Context: an optimization exercise on an open-source flow, tuned for small area. The choices shown serve that exercise and are no tape-out recipe.
In this exercise RTL edits were held to simulation tests only and were not proved equivalent to the original.
Power is estimated from default activity; no workload was simulated.

**flow/config.mk**
```make
export PLATFORM = sky130hd
export DESIGN_NAME = syscall_regfile
export DESIGN_NICKNAME = syscall_regfile
export VERILOG_FILES = /design/flow/design.v
export SDC_FILE = /design/flow/constraint.sdc
export NUM_CORES = 4
export LEC_CHECK = 0
export CAP_MARGIN = 20
export CORE_MARGIN = 2
export CORE_UTILIZATION = 65
export CTS_BUF_LIST = sky130_fd_sc_hd__clkbuf_8
export CTS_CLUSTER_DIAMETER = 55
export CTS_CLUSTER_SIZE = 18
export SLEW_MARGIN = 20
export SYNTH_HIERARCHICAL = 1
```
**flow/constraint.sdc**
```tcl
create_clock -name core_clock -period 8.0 [get_ports {clk}]
set_input_delay 1.6000 -clock core_clock [delete_from_list [all_inputs] [get_ports {clk}]]
set_output_delay 1.6000 -clock core_clock [all_outputs]
set_load 0.01 [all_outputs]
```
**flow/design.v**
```verilog
package syscall_pkg;
  localparam int SYS_PRINT = 1;
  localparam int SYS_READ  = 5;
  localparam int SYS_EXIT  = 10;
  localparam int SYS_TEST  = 11;
  localparam int LED_READ  = 7;
  localparam int LED_TEST  = 1;
  localparam int LED_HALT  = 0;
endpackage
module rf_aoi222 (
  input  logic a_sel,
  input  logic a_dat,
  input  logic b_sel,
  input  logic b_dat,
  input  logic c_sel,
  input  logic c_dat,
  output logic y_n
);
  assign y_n = !((a_sel && a_dat) || (b_sel && b_dat) || (c_sel && c_dat));
endmodule
module rf_read_port #(
  parameter int XLEN  = 32,
  parameter int NREGS = 32
) (
  input  logic [NREGS-1:0]           i_sel,
  input  logic [NREGS-1:0][XLEN-1:0] i_rows,
  output logic [XLEN-1:0]            o_data
);
  localparam int NGRP = (NREGS - 1) / 3;          
  localparam int NREM = (NREGS - 1) - 3 * NGRP;   
  for (genvar b = 0; b < XLEN; b++) begin : g_bit
    logic [NGRP+NREM-1:0] w_term_n;
    for (genvar g = 0; g < NGRP; g++) begin : g_grp
      rf_aoi222 u_aoi (
        .a_sel(i_sel[3*g+1]), .a_dat(i_rows[3*g+1][b]),
        .b_sel(i_sel[3*g+2]), .b_dat(i_rows[3*g+2][b]),
        .c_sel(i_sel[3*g+3]), .c_dat(i_rows[3*g+3][b]),
        .y_n  (w_term_n[g])
      );
    end
    for (genvar r = 0; r < NREM; r++) begin : g_rem
      assign w_term_n[NGRP+r] = !(i_sel[3*NGRP+1+r] && i_rows[3*NGRP+1+r][b]);
    end
    assign o_data[b] = !(&w_term_n);
  end
endmodule
module syscall_regfile #(
  parameter int XLEN   = 32,
  parameter int NREGS  = 32,
  parameter int NUM_RD = 2,
  parameter int A0_IDX = 10,
  parameter int A7_IDX = 17,
  parameter int BYPASS = 0,
  localparam int AW    = $clog2(NREGS)
) (
  input  logic                   clk,
  input  logic                   reset,
  input  logic [NUM_RD*AW-1:0]   rs,
  output logic [NUM_RD*XLEN-1:0] rd_data,
  input  logic [AW-1:0]          rd,
  input  logic [XLEN-1:0]        wr_data,
  input  logic                   reg_write,
  input  logic                   ecall,
  input  logic [XLEN-1:0]        test_case,
  input  logic [XLEN-1:0]        io_in_data,
  input  logic                   io_in_valid,
  output logic                   io_in_ready,
  output logic [XLEN-1:0]        io_out_data,
  output logic                   io_out_valid,
  input  logic                   io_out_ready,
  output logic                   stall,
  output logic                   halted,
  output logic [7:0]             led_out
);
  logic [NREGS-1:0][XLEN-1:0] r_regs;
  logic [NREGS-1:0]           r_valid;
  logic            r_wait_in;
  logic            r_wait_out;
  logic            r_halt;
  logic [XLEN-1:0] r_out_data;
  logic            r_led_read;
  logic            r_led_test;
  logic             w_idle;
  logic             w_idle_ecall;
  logic             w_a7_hi_zero;
  logic             w_is_print;
  logic             w_is_read;
  logic             w_is_exit;
  logic             w_is_test;
  logic             w_norm_we;
  logic             w_test_we;
  logic             w_in_we;
  logic             w_go_out;
  logic             w_n_wait_in;
  logic             w_n_wait_out;
  logic [NREGS-1:0] w_we;
  logic [NREGS-1:0] w_valid;
  logic [XLEN-1:0]  w_a0_wdata;
  logic [XLEN-1:0]  w_a0;
  logic [XLEN-1:0]  w_a7;
  assign w_a0 = r_regs[A0_IDX];
  assign w_a7 = r_regs[A7_IDX];
  assign w_idle       = !(r_wait_in || r_wait_out || r_halt);
  assign w_idle_ecall = w_idle && ecall;
  assign w_a7_hi_zero = (w_a7[XLEN-1:4] == '0) && w_valid[A7_IDX];
  assign w_is_print   = w_a7_hi_zero && (w_a7[3:0] == 4'(syscall_pkg::SYS_PRINT));
  assign w_is_read    = w_a7_hi_zero && (w_a7[3:0] == 4'(syscall_pkg::SYS_READ));
  assign w_is_exit    = w_a7_hi_zero && (w_a7[3:0] == 4'(syscall_pkg::SYS_EXIT));
  assign w_is_test    = w_a7_hi_zero && (w_a7[3:0] == 4'(syscall_pkg::SYS_TEST));
  assign w_norm_we = w_idle && !ecall && reg_write;
  assign w_test_we = w_idle_ecall && w_is_test;
  assign w_in_we   = r_wait_in && io_in_valid;
  always_comb begin
    for (int i = 0; i < NREGS; i++)
      w_we[i] = w_norm_we && (rd == AW'(i)) && (i != 0);
    w_we[A0_IDX] = w_we[A0_IDX] || w_test_we || w_in_we;
  end
  assign w_a0_wdata = ({XLEN{w_norm_we}} & wr_data) |
                      ({XLEN{w_test_we}} & test_case) |
                      ({XLEN{w_in_we}}   & io_in_data);
  for (genvar i = 1; i < NREGS; i++) begin : g_row
    if (i == A0_IDX) begin : g_a0
      always_ff @(posedge clk or negedge reset) begin
        if (!reset)       r_regs[i] <= '0;
        else if (w_we[i]) r_regs[i] <= w_a0_wdata;
      end
      assign w_valid[i] = 1'b1;
    end else begin : g_plain
      always_ff @(posedge clk) begin
        if (w_we[i]) r_regs[i] <= wr_data;
      end
      always_ff @(posedge clk or negedge reset) begin
        if (!reset)       r_valid[i] <= 1'b0;
        else if (w_we[i]) r_valid[i] <= 1'b1;
      end
      assign w_valid[i] = r_valid[i];
    end
  end
  assign w_valid[0] = 1'b0;
  for (genvar k = 0; k < NUM_RD; k++) begin : g_rd
    logic [NREGS-1:0] w_sel;
    for (genvar i = 0; i < NREGS; i++) begin : g_sel
      assign w_sel[i] = (rs[k*AW +: AW] == AW'(i)) && w_valid[i];
    end
    rf_read_port #(
      .XLEN (XLEN),
      .NREGS(NREGS)
    ) u_port (
      .i_sel (w_sel),
      .i_rows(r_regs),
      .o_data(rd_data[k*XLEN +: XLEN])
    );
  end
  assign w_go_out     = w_idle_ecall && w_is_print;
  assign w_n_wait_out = w_go_out || (r_wait_out && !io_out_ready);
  assign w_n_wait_in  = (w_idle_ecall && w_is_read) || (r_wait_in && !io_in_valid);
  always_ff @(posedge clk or negedge reset) begin
    if (!reset) begin
      r_wait_in  <= 1'b0;
      r_wait_out <= 1'b0;
      r_halt     <= 1'b0;
      r_led_read <= 1'b0;
      r_led_test <= 1'b0;
    end else begin
      r_wait_in  <= w_n_wait_in;
      r_wait_out <= w_n_wait_out;
      r_halt     <= r_halt || (w_idle_ecall && w_is_exit);
      r_led_read <= w_in_we;
      r_led_test <= w_test_we;
    end
  end
  always_ff @(posedge clk or negedge reset) begin
    if (!reset)        r_out_data <= '0;
    else if (w_go_out) r_out_data <= w_a0;
  end
  assign stall = w_n_wait_in || w_n_wait_out || r_halt;
  assign io_in_ready  = r_wait_in;
  assign io_out_valid = r_wait_out;
  assign io_out_data  = r_out_data;
  assign halted       = r_halt;
  always_comb begin
    led_out                        = '0;
    led_out[syscall_pkg::LED_READ] = r_led_read;
    led_out[syscall_pkg::LED_TEST] = r_led_test;
    led_out[syscall_pkg::LED_HALT] = r_halt;
  end
endmodule
```
**flow/flow/run.sh**
```bash
#!/bin/bash
# Own layout flow: the standard ORFS flow (standard.sh, unchanged
# synthesis), with three layout choices changed through ORFS's own variables:
#  - port buffers use the smallest buffer, sky130_fd_sc_hd__buf_1;
#  - clock tree synthesis inserts no dummy loads and builds the tree from
#    clkbuf_8 only, in clusters of up to 18 registers;
#  - repair during placement buffers with buf_1 and buf_2 only
#    (flow/placement_buffers.tcl).
# Every port still gets its buffer and the clock reaches every register
# through the buffered tree. All tool output is kept in ./logs_flow/ and in
# ORFS's own logs under ./orfs/logs/.
set -euo pipefail
mkdir -p logs_flow
export BUFFER_PORTS_ARGS="-buffer_cell sky130_fd_sc_hd__buf_1"
export CTS_ARGS="-sink_clustering_enable -repair_clock_nets -dont_use_dummy_load -buf_list {sky130_fd_sc_hd__clkbuf_8} -sink_clustering_size 18 -sink_clustering_max_diameter 55"
export PRE_GLOBAL_PLACE_TCL="$PWD/flow/placement_buffers.tcl"
export PRE_RESIZE_TCL="$PWD/flow/placement_buffers.tcl"
bash standard.sh > logs_flow/standard.log 2>&1
```
**flow/flow/placement_buffers.tcl**
```tcl
# Sourced before global placement and before the post-placement resize:
# timing and design-rule repair may buffer only with buf_1 and buf_2.
set_dont_use [get_lib_cells {sky130_fd_sc_hd__buf_4 sky130_fd_sc_hd__buf_6 sky130_fd_sc_hd__buf_8 sky130_fd_sc_hd__buf_12 sky130_fd_sc_hd__buf_16 sky130_fd_sc_hd__dlygate* sky130_fd_sc_hd__clkdlybuf* sky130_fd_sc_hd__dlymetal* sky130_fd_sc_hd__bufbuf* sky130_fd_sc_hd__clkbuf_*}]
```
**flow/standard.sh**
```bash
#!/bin/bash
# synth_recipe.tcl (not shown) runs the flow's synth.tcl, then flattens the netlist and writes it again
# the make line also repeats each setting of config.mk as NAME=value (left out here)
make -C /OpenROAD-flow-scripts/flow DESIGN_CONFIG=/design/flow/config.mk WORK_HOME=/design/flow/orfs CLKGATE_MAP_FILE= SYNTH_SCRIPT=/design/flow/synth_recipe.tcl "${@:-finish}"
```
==> results.txt <==
* Slew HR at 19.0%
* Setup crit end kind: primary output
* Critical Path Slowest Stage Cell: and3_1
* Clk sinks at about 1100
* EDFF count, synth at between 900 and 1000
* Final Hold Viols at 0
* Via count at 31300
* Final ANT Viol Nets at 0
* Core Rows at 93
* Placed insts at 3538
* DP Wirelength at approximately 95000 um
* Total stage count of the critical path at 8
* Flop-to-flop setup slack at 3.25 ns
* Yosys cell types at 37
* Critical Path Max Stage Delay at 0.92 ns
* H-tree depth at 3
* Pre-antenna DRT Iters at 17
* Final worst path period share at 84.2%
* Largest net degree at the start of global routing at 29
* Skew-Pair Late Insertion Delay at 0.70 ns
* Vias in the first global route at 29500
* Die W at 258 um
* Fill count at 4242
* Worst Slack Setup Final at between 1 and 1.5 ns
* Register bit total from synthesis at roughly 1100
* Hold Buf Count CTS at 0
* Status: no timing/DRC/antenna violations
* Fmax at 148 MHz
* CP delay by family, top: simple AND/OR/NAND/NOR gates
* Layout cells sized above 1 at 10.3%
* Port bufs at 219
* Layout area overhead at 9.00%
* CTS tree: done
* Setup total negative slack at 0 ns
* WHS at just under 0.5 ns
* Final WL at 144000 um
* Pre-CTS setup slack at between 1.5 and 2 ns
* Post-synthesis cell count at 2315
* Mean Syn Cell Area at 18.2 um2
* Post-CTS Resized at 0
* Leak Pwr at around 15 nW
* Fin crit period at 6.74 ns
* CP endpoint: rd_data[15]
* Commonest register cell after synthesis: edfxtp_1
* Post-Layout Cell Count at 3618
* Total Die Area at 66700 um2
* Post-Syn Area at 42000 um2
* Pwr/cell area at 190 nW/um2
* CP Class: in2out
* Worst Skew at 0.0432 ns
* Sequential area share after synthesis at about three quarters
* Critical Path RT at 6.40 ns
* Worst VDD drop at 0.161 mV
* Wire per inst at just under 40 um
* # IOs at 225
* Worst-path fanout max at 18
* Initial antenna violation count at 3
* DRC Markers at 0
* MaxCap Viol Count at 0
* Final setup viols at 0
* Synth top area cells: edfxtp_1, a222oi_1, dfrtp_1, nand4_1, a2111o_1
* Gr ovfl total at 0
* Unrepaired setup endpoints after global routing: false
* # nets final at around 2900
* HP Class: reg2reg
* Reg clk slew, reported paths at 0.11 ns
* Slew Limit Fails at 0
* Crit path from: rs[3]
* Crit path launch type: primary input
* Final Util at 71.3%
* Initial DRC Count at 8795
* Share of the synthesized area in the top cell type at around two thirds
* Worst-path cell chain: buf_1 > nor3b_1 > and3_1 > buf_2 > a222oi_1 > nand4_1 > a2111o_1 > buf_1
* Vias/cell at 8.66
* Num CTS Buffers at 77
* Reg2Reg Launch Point: r_wait_in
* Core area at 64200 um2
* Critical path data arrival time at 5.14 ns
* Initial core utilization at 65.4%
* WP buf/inv at 3
* GRT Overall Usage at 42.3%
* CP most frequent cell: buf_1
* Ys async rst share at 9.35%
* Postcts setup bufs at 0
* Synth warn at 71
* Area leader, netlist: edfxtp_1
* Root Buffer: clkbuf_8
* First-pass GRT wire length at 203000 um
* Worst-margin pin slew at 1.22 ns
* R2R Path End: r_regs[711]
* Gpl congestion at between 1 and 1.5
* R2R cell count at 5
* Die Ht at 258 um
* CTS max path bufs at 3
-- cells by family (layout without fill, tap and decap cells) --
kind of cell    Yosys count  count (layout)  share of synthesized area (%)
compound gates          739             739                           17.8
simple gates            383             383                           5.18
flops                  1059            1059                           74.5
buf+inv                  69             510                          0.872
other cells               1               8                        0.00892
mux                      64              64                           1.62
-- cells in the mapped netlist, types with 6 or more instances --
master	count
nand4_1	131
a2111o_1	64
or2_2	31
nor2_1	38
dfrtp_1	99
nor2b_1	10
buf_4	8
mux2i_1	32
edfxtp_1	960
nor4_1	6
buf_2	8
inv_1	35
nand2_1	71
a222oi_1	672
clkbuf_1	9
mux2_2	32
buf_6	9
and3_1	58
-- worst reg2reg max path: cells and delay by family (launching register included) --
kind / cells / cell delay, ns
AND/OR/NAND/NOR: 4 / 3.42
buffers and inverters: 1 / 0.56
flip-flops: 1 / 0.44
-- cell type report --
class	count	area (um2)	area share, %
flip-flops and latches	1059	31300	68.3
multi-input cells	1191	10600	23.2
repair buffers	398	1620	3.55
well taps	855	1070	2.34
clock buffers	77	1060	2.31
inverters	35	131	0.287
diodes	3	7.51	0.0164
-- per-module statistics from Yosys (local to each module, per instance), a selection --
| module | copies in the design | cell area (um2) |
|---|---|---|
| syscall_regfile | 1 | 33800 |
| rf_aoi222 | 640 | 10.0 |
-- layer usage --
layer	track usage (%)	vias up	part of all wire, %
met2	63.4	3368	45
li1	-	12100	-
met4	22.2	2	6.7
met3	10.1	523	17
met1	58.6	15300	32
met5	0	-	0.0084
-- cell usage in the layout (no fill, tap or decap), types with 8 or more instances in the layout --
cell / count
buf_1: 294
inv_1: 35
a2111o_1: 64
dfrtp_1: 99
clkbuf_8: 77
and3_1: 58
edfxtp_1: 960
or2_2: 31
nor2_1: 8
mux2i_1: 32
mux2_2: 32
nor2_4: 30
nand4_1: 131
nand2_1: 71
nor2b_1: 10
a222oi_1: 672
buf_2: 97
-- worst min path at each step --
stage | startpoint | depth (start not counted) | end | slack [ns]
4_1_cts | r_valid[26] | 1 | r_valid[26] | 0.49
5_1_grt | r_valid[19] | 1 | r_valid[19] | 0.51
6_report | r_valid[18] | 1 | r_valid[18] | 0.49
2_1_floorplan | r_valid[12] | 1 | r_valid[12] | 0.45
3_5_place_dp | r_valid[3] | 1 | r_valid[3] | 0.46
3_3_place_gp | r_valid[14] | 1 | r_valid[14] | 0.46
-- metrics by stage --
| step | instance area (um2) | total power [W] |
|---|---|---|
| floorplan | 42000 | 0.00618 |
| global placement | 44700 | 0.00632 |
| detailed placement | 44700 | 0.00633 |
| CTS | 45800 | 0.00868 |
| global route | 45800 | 0.00889 |
| finish | 45800 | 0.00869 |
-- power breakdown --
| part | internal (W) | switching [W] | total (W) |
|---|---|---|---|
| Combinational | 0.0000326 | 0.000152 | 0.000185 |
| Sequential | 0.00602 | 0 | 0.00602 |
| Clock | 0.000866 | 0.00161 | 0.00248 |
-- flip-flops by register name (all words and copies together), names as in the netlist --
signal	cells
r_wait_in	1
r_led_read	1
r_regs	992
r_led_test	1
r_halt	1
r_out_data	32
r_valid	30
r_wait_out	1

==> what the ideal ports hide <==
In the flow no input, the clock included, has a driving cell. The finished layout below was timed again as built, in two steps. Step 1: set_driving_cell puts a clkbuf_16 on clk and a buf_2 on each other input, an assumption about the parent block. Step 2, shift: input delay + t, output delay - t, t = (earliest + latest rising clock arrival at the registers) / 2. This alone moves slack from input paths to output paths. a / b / c = ideal / step 1 / step 2; a / b = the first two.
t, ns: 0.762
setup slack, ns: 1.263 / 1.239 / 1.239
cell pins on the clock port's net: 1
After both steps this run still meets setup and hold. For this run, drivers alone change the setup slack by -0.024 ns; drivers and shift together by -0.024 ns.
